This design comes from an exercise in tuning for small area, a short achievable clock period and few clock cycles per item on the open sky130 flow, not from production work.
RTL that was checked went through simulation tests only; none was proved equivalent to the original.
Power is estimated from default activity; no workload was simulated.

## ex_muldiv_unit
module ex_muldiv_unit (
   input  logic        clk,
   input  logic        resetN,
   input  logic        startIn,
   input  logic [2:0]  func3,
   input  logic [31:0] reg1Value,
   input  logic [31:0] reg2Value,
   input  logic [4:0]  rd,
   input  logic        killIn,
   input  logic        stallIn,
   output logic        busyOut,
   output logic        doneOut,
   output logic [31:0] resultOut,
   output logic [4:0]  rdOut
);
   localparam logic [2:0] S_MUL = 3'd0, S_DIV = 3'd1, S_FIX = 3'd2, S_DPREP = 3'd3, S_MOVE = 3'd4;
   logic [2:0]  state;
   logic [2:0]  op;
   logic [32:0] M;       
   logic [33:0] B;       
   logic        sb;      
   logic [63:0] acc;     
   logic [1:0]  adj;     
   logic [4:0]  cnt;     
   logic [5:0]  bsel;    
   logic        negq, negr;
   assign resultOut = acc[31:0];
   function automatic logic [32:0] neg33(input logic [32:0] x);
      neg33[0] = x[0];
      for (int i = 1; i < 33; i++)
         neg33[i] = x[i] ^ (|(x & ((33'd1 << i) - 33'd1)));
   endfunction
   function automatic logic [4:0] tpos(input logic [31:0] x);
      logic [31:0] v;
      logic [4:0]  q [32];
      for (int i = 0; i < 32; i++) begin v[i] = x[i]; q[i] = 5'd0; end
      for (int l = 0; l < 5; l++)
         for (int g = 0; g < (16 >> l); g++) begin
            q[g] = v[2*g+1] ? (q[2*g+1] | 5'(1 << l)) : q[2*g];
            v[g] = v[2*g+1] | v[2*g];
         end
      tpos = q[0];
   endfunction
   function automatic logic [31:0] lowmask(input logic [31:0] x);
      logic [31:0] m;
      m = x;
      for (int k = 1; k < 32; k = k * 2) m = m | (m >> k);
      lowmask = m;
   endfunction
   function automatic logic [4:0] topdig(input logic [32:0] x);
      logic [34:0] w;
      logic [31:0] f;
  ...
Settings: LEC_CHECK=0, CAP_MARGIN=20, CORE_MARGIN=2, CORE_UTILIZATION=40, GPL_TIMING_DRIVEN=1, PLACE_DENSITY=0.6, SETUP_SLACK_MARGIN=1.5, SLEW_MARGIN=20; clock period 6.0 ns.
run.sh (not shown) runs the stock make flow with config.mk's settings and CLKGATE_MAP_FILE= SYNTH_SCRIPT=/design/flow/synth_recipe.tcl, a recipe that flattens the netlist after the stock synthesis.
==> next run, changes <==
Settings changed: GPL_TIMING_DRIVEN 1 to 0.
Outcome: The changed run completed with no timing, DRC or antenna violations; critical path depth drops by 4; cell area climbs by 1.3%; worst setup slack got worse by 0.14 ns; power climbs by 5.6%.
No run of this note included a check of the RTL's function; only the layout flow was run.

========
ex_muldiv_unit, a different RTL version from the one above (not shown whole).
For scale: about 120 I/O pins, about 24000 um2 of cells after synthesis.
==> flow/design.v (excerpt) <==
module ex_muldiv_unit (
   input  logic        clk,
   input  logic        resetN,
   input  logic        startIn,
   input  logic [2:0]  func3,
   input  logic [31:0] reg1Value,
   input  logic [31:0] reg2Value,
   input  logic [4:0]  rd,
   input  logic        killIn,
   input  logic        stallIn,
   output logic        busyOut,
   output logic        doneOut,
   output logic [31:0] resultOut,
   output logic [4:0]  rdOut
);
Settings: LEC_CHECK=0, CAP_MARGIN=20, CORE_MARGIN=2, CORE_UTILIZATION=40, GPL_TIMING_DRIVEN=1, PLACE_DENSITY=0.6, SETUP_SLACK_MARGIN=1.8, SLEW_MARGIN=20; clock period 6.0 ns.
Testbench counts at the start, summed over its fixed seeds: cycles 21,081, items 3,200.
Then changed:
--- a/flow/config.mk
+++ b/flow/config.mk
@@ -12,3 +12,3 @@
 export PLACE_DENSITY = 0.6
-export SETUP_SLACK_MARGIN = 1.8
+export SETUP_SLACK_MARGIN = 1.5
 export SLEW_MARGIN = 20
After rerunning: Utilization falls by 1.5 points. Die area does not change. Routed wire length came out lower by 0.97%. Area after synthesis stays the same.

========
Setup of run 1:
The RTL this note starts from:
==> flow/design.v <==
module ex_muldiv_unit (
   input  logic        clk,
   input  logic        resetN,
   input  logic        startIn,
   input  logic [2:0]  func3,
   input  logic [31:0] reg1Value,
   input  logic [31:0] reg2Value,
   input  logic [4:0]  rd,
   input  logic        killIn,
   input  logic        stallIn,
   output logic        busyOut,
   output logic        doneOut,
   output logic [31:0] resultOut,
   output logic [4:0]  rdOut
);
   localparam logic [2:0] S_MUL = 3'd0, S_DIV = 3'd1, S_FIX = 3'd2, S_DPREP = 3'd3, S_MOVE = 3'd4;
   logic [2:0]  state;
   logic [2:0]  op;
   logic [32:0] M;       
   logic [33:0] B;       
   logic        sb;      
   logic [63:0] acc;     
   logic [1:0]  adj;     
   logic [4:0]  cnt;     
   logic [5:0]  bsel;    
   logic        negq, negr;
   assign resultOut = acc[31:0];
   function automatic logic [32:0] neg33(input logic [32:0] x);
      neg33[0] = x[0];
      for (int i = 1; i < 33; i++)
         neg33[i] = x[i] ^ (|(x & ((33'd1 << i) - 33'd1)));
   endfunction
   function automatic logic [4:0] tpos(input logic [31:0] x);
      logic [31:0] v;
      logic [4:0]  q [32];
      for (int i = 0; i < 32; i++) begin v[i] = x[i]; q[i] = 5'd0; end
      for (int l = 0; l < 5; l++)
         for (int g = 0; g < (16 >> l); g++) begin
            q[g] = v[2*g+1] ? (q[2*g+1] | 5'(1 << l)) : q[2*g];
            v[g] = v[2*g+1] | v[2*g];
         end
      tpos = q[0];
   endfunction
   function automatic logic [31:0] lowmask(input logic [31:0] x);
      logic [31:0] m;
      m = x;
      for (int k = 1; k < 32; k = k * 2) m = m | (m >> k);
      lowmask = m;
   endfunction
   function automatic logic [16:0] digflags(input logic [32:0] x);
      logic [34:0] w;
      w = {x[32], x, 1'b0};
      digflags = '0;
      for (int i = 1; i < 17; i++)
         digflags[i] = (w[2*i +: 3] != 3'b000) && (w[2*i +: 3] != 3'b111);
   endfunction
   function automatic logic [8:0] pairmask(input logic [32:0] x);
      logic [17:0] f;
      logic [8:0]  pf, pm;
      f = {1'b0, digflags(x)};
      f[0] = 1'b1;
      for (int p = 0; p < 9; p++) pf[p] = f[2*p] | f[2*p+1];
      pm = pf;
      for (int k = 1; k < 9; k = k * 2) pm = pm | (pm >> k);
      pairmask = pm;
   endfunction
   function automatic logic [4:0] onehotwin(input logic [32:0] x, input logic [8:0] oh);
      logic [36:0] w;
      w = {{3{x[32]}}, x, 1'b0};
      onehotwin = '0;
      for (int p = 0; p < 9; p++)
         if (oh[p]) onehotwin = onehotwin | w[4*p +: 5];
   endfunction
   function automatic logic [3:0] ohenc(input logic [8:0] oh);
      ohenc = '0;
      for (int p = 0; p < 9; p++)
         if (oh[p]) ohenc = ohenc | 4'(p);
   endfunction
   function automatic logic [4:0] pairwin(input logic [32:0] x, input logic [3:0] p);
      logic [36:0] w;
      w = {{3{x[32]}}, x, 1'b0};
      pairwin = w[{p, 2'b00} +: 5];
   endfunction
   function automatic logic [5:0] bdec(input logic [4:0] w);
      logic [2:0] lo, hi;
      lo = w[2:0];
      hi = w[4:2];
      bdec = {hi[2] & ~(hi[1] & hi[0]), (hi == 3'b011) || (hi == 3'b100), hi[1] ^ hi[0],
              lo[2] & ~(lo[1] & lo[0]), (lo == 3'b011) || (lo == 3'b100), lo[1] ^ lo[0]};
   endfunction
   logic        s1, s2, sgn1, sgn2;
   logic [32:0] a_ext, b_ext, na;
   logic [8:0]  m1, m2, o1, o2;
   logic        swap;
   logic [3:0]  pStart;
   logic [32:0] mLoad, bLoad;
   logic [31:0] aDiv, bDiv;
   logic [4:0]  posA, posB;
   logic        divLt;
   logic        early, bz, ovf;
   logic [31:0] earlyVal;
   always_comb begin
      s1 = (func3 != 3'd3) && (func3 != 3'd5) && (func3 != 3'd7);
      s2 = (func3 == 3'd0) || (func3 == 3'd1) || (func3 == 3'd4) || (func3 == 3'd6);
      sgn1 = s1 & reg1Value[31];
      sgn2 = s2 & reg2Value[31];
      a_ext = {sgn1, reg1Value};
      b_ext = {sgn2, reg2Value};
      na = neg33(a_ext);
      m1 = pairmask(a_ext);
      o1 = m1 & ~(m1 >> 1);
      m2 = pairmask(b_ext);
      o2 = m2 & ~(m2 >> 1);
      swap = |(m2 & ~m1);
      pStart = swap ? ohenc(o1) : ohenc(o2);
      aDiv  = sgn1 ? {~reg1Value[30:0], 1'b1} : reg1Value;
      bDiv  = sgn2 ? ~reg2Value : reg2Value;
      divLt = |(lowmask(bDiv) & ~lowmask(aDiv));
      posA  = tpos(aDiv);
      posB  = tpos(bDiv);
      if (func3[2]) begin
         mLoad = sgn1 ? na : a_ext;
         bLoad = b_ext;
      end else begin
         mLoad = swap ? b_ext : a_ext;
         bLoad = swap ? a_ext : b_ext;
      end
      bz    = reg2Value == '0;
      ovf   = !func3[0] && reg2Value == '1 && reg1Value == 32'h8000_0000;
      early = func3[2] && (bz || ovf || divLt);
      earlyVal[30:0] = func3[2] ? (func3[1] ? reg1Value[30:0] : {31{bz}}) : 31'd0;
      earlyVal[31]   = func3[2] && (func3[1] ? (reg1Value[31] && !ovf) : (bz || ovf));
   end
   logic        nLo, tLo, oLo, nHi, tHi, oHi;
   logic [34:0] ppLo, ppHi;
   logic [38:0] lowSum;
   logic [26:0] up, upInc, upDec, upNext;
   logic [63:0] mulNext;
   logic [33:0] diff;
   logic        ge;
   logic [31:0] remNext, quoNext;
   logic [32:0] negOut;
   always_comb begin
      {nHi, tHi, oHi, nLo, tLo, oLo} = bsel;
      ppLo    = (({35{tLo}} & {M[32], M, 1'b0}) | ({35{oLo}} & {{2{M[32]}}, M})) ^ {35{nLo}};
      ppHi    = (({35{tHi}} & {M[32], M, 1'b0}) | ({35{oHi}} & {{2{M[32]}}, M})) ^ {35{nHi}};
      lowSum  = {2'b00, acc[32:0], 1'b0, nHi, 1'b0, nLo}
              + {{2{ppHi[34]}}, ppHi, 2'b00} + {{4{ppLo[34]}}, ppLo};
      up      = acc[63:37];
      for (int i = 0; i < 27; i++) begin
         upInc[i] = up[i] ^ (&(up | ~((27'd1 << i) - 27'd1)));
         upDec[i] = up[i] ^ ~(|(up & ((27'd1 << i) - 27'd1)));
      end
      upNext  = (adj == 2'b01) ? upInc : (adj == 2'b11) ? upDec : up;
      mulNext = {upNext[22:0], acc[36:33], lowSum[36:0]};
      diff    = {2'b00, M[31:0]} + B + {33'd0, ~sb};
      ge      = !diff[33];
      remNext = ge ? diff[31:0] : M[31:0];
      quoNext = {acc[30:0], ge};
      negOut  = neg33({1'b0, acc[31:0]});
   end
   always_ff @(posedge clk) begin
      if (!resetN) begin
         busyOut <= 1'b0;
         doneOut <= 1'b0;
      end else if (killIn) begin
         busyOut <= 1'b0;
         doneOut <= 1'b0;
      end else if (!busyOut && !doneOut) begin
         if (startIn) begin
            op    <= func3;
            rdOut <= rd;
            M     <= mLoad;
            B     <= {bLoad[32], bLoad};
            sb    <= sgn2;
            acc   <= {32'd0, earlyVal};
            adj   <= 2'b00;
            negq  <= sgn1 ^ sgn2;
            negr  <= sgn1;
            cnt   <= func3[2] ? posA : {1'b0, pStart};
            bsel  <= func3[2] ? {1'b0, posB} :
                     swap ? bdec(onehotwin(a_ext, o1)) : bdec(onehotwin(b_ext, o2));
            if (early) begin
               doneOut <= 1'b1;
            end else begin
               busyOut <= 1'b1;
               state   <= func3[2] ? S_DPREP : S_MUL;
            end
         end
      end else if (doneOut) begin
         if (!stallIn) doneOut <= 1'b0;
      end else begin
         case (state)
            S_MUL: begin
               acc  <= mulNext;
               adj  <= lowSum[38:37];
               cnt  <= cnt - 5'd1;
               bsel <= bdec(pairwin(B, cnt[3:0] - 4'd1));
               if (cnt == 5'd0) begin
                  if (op[1:0] == 2'd0) begin
                     busyOut <= 1'b0;
                     doneOut <= 1'b1;
                  end else begin
                     state <= S_MOVE;
                  end
               end
            end
            S_DIV: begin
               M[31:0]   <= remNext;
               acc[31:0] <= quoNext;
               B         <= {B[33], B[33:1]};
               cnt       <= cnt - 5'd1;
               if (cnt == 5'd0) begin
                  if (op[1]) acc[31:0] <= remNext;
                  if (op[1] ? negr : negq) begin
                     state <= S_FIX;
                  end else begin
                     busyOut <= 1'b0;
                     doneOut <= 1'b1;
                  end
               end
            end
            S_DPREP: begin
               B     <= (B << (cnt - bsel[4:0])) ^ {34{~sb}};
               cnt   <= cnt - bsel[4:0];
               state <= S_DIV;
            end
            S_MOVE: begin
               busyOut   <= 1'b0;
               doneOut   <= 1'b1;
               acc[31:0] <= {upNext, acc[36:32]};
            end
            default: begin  
               busyOut   <= 1'b0;
               doneOut   <= 1'b1;
               acc[31:0] <= negOut[31:0];
            end
         endcase
      end
   end
endmodule
Settings: LEC_CHECK=0, ABC_AREA=1, CAP_MARGIN=20, CORE_MARGIN=2, CORE_UTILIZATION=40, GPL_TIMING_DRIVEN=1, PLACE_DENSITY=0.6, SETUP_SLACK_MARGIN=2.1, SLEW_MARGIN=20; clock period 6.0 ns.
standard.sh (not shown) runs the stock make flow with config.mk's settings and CLKGATE_MAP_FILE= SYNTH_SCRIPT=/design/flow/synth_recipe.tcl, a recipe that flattens the netlist after the stock synthesis.
==> flow/flow/run.sh <==
#!/bin/bash
# The standard layout, with buf_2 cells as the port buffers in place of the
# default pick. Make's full output goes to flow_make.log here; each ORFS step
# keeps its own log under orfs/logs.
set -euo pipefail
bash standard.sh 'BUFFER_PORTS_ARGS=-buffer_cell sky130_fd_sc_hd__buf_2' finish > flow_make.log 2>&1
Testbench counts of run 1, summed over its fixed seeds: cycles 21,081, items 3,200.
The inputs of run 2 differ from those of run 1 as listed below.
- a change of SETUP_SLACK_MARGIN from 2.1 to 1.95
- a change of SLEW_MARGIN from 20 to 0
- a change of CAP_MARGIN from 20 to 0
Results
- On power consumed by sequential cells, run 1 tracks run 2 almost exactly.
- Compared with run 1, run 2 shows a lower count of cells resized by post-cts repair.
- A start point of the critical path of bsel[4]$_DFFE_PP_ is what run 1 shows, while reg1Value[27] belongs to run 2.
- Run 2 against run 1: worst slew margin relative to its limit has decreased; maximum VDD drop has increased; cell area has decreased; part of the cycle the worst path needs has decreased.
- Relative to run 1, hold slack has increased by 5.6 ps in run 2.
- Run 2 against run 1: number of buffer and inverter stages on the critical path shows a reduction of 1, setup slack after layout shows an increase of 220 ps.
The inputs of run 3 differ from those of run 2 as listed below.
- a change of SETUP_SLACK_MARGIN from 1.95 to 1.7
==> comparison <==
- Compared with run 2, in run 3 total routed wirelength decreased by about 1.7% relative to the old numbers, number of antenna violations at the first check in global routing grew by 1.
- Count of non-filler cells in the finished layout: run 3 vs run 2 down about 0.56%
- For power in sequential cells, run 2 and run 3 come out practically identical.

[afterwards: timing with drivers on the ports]
The results above use ideal ports. As a check the final layouts listed here were re-extracted and re-timed, cells and wires unchanged.
Step 1, drivers: a clkbuf_16 drives clk and a buf_2 each remaining input, both assumed.
Step 2, shift: input delay + t, output delay - t, t = (earliest + latest rising clock arrival at the registers) / 2. This alone moves slack from input paths to output paths.
a / b / c = no drivers / after step 1 / after step 2; a / b = the first two.
run	t, ns	setup slack, ns	hold WS [ns]	worst register clock-pin slew, ns	worst slew at a driven data input, ns
the first run of note 1	0.528	1.516 / 1.516 / 1.066	0.720 / 0.720 / 0.720	0.09 / 0.09	0.07
the second run of note 1	0.522	1.378 / 1.400 / 0.877	0.639 / 0.639 / 0.639	0.08 / 0.08	0.06
the first run of note 2	0.550	1.599 / 1.599 / 1.264	0.652 / 0.652 / 0.652	0.09 / 0.09	0.05
the second run of note 2	0.560	1.506 / 1.535 / 0.982	0.688 / 0.688 / 0.688	0.09 / 0.09	0.06
run 1	0.560	1.809 / 1.809 / 1.610	0.513 / 0.513 / 0.513	0.08 / 0.08	0.10
run 2	0.558	2.029 / 2.022 / 1.464	0.518 / 0.518 / 0.518	0.08 / 0.08	0.10
run 3	0.563	1.681 / 1.681 / 1.275	0.521 / 0.521 / 0.521	0.08 / 0.08	0.12
After both steps setup and hold are still met in every run listed. For run 2, which loses most, drivers alone change the setup slack by -0.007 ns; drivers and shift together by -0.565 ns.
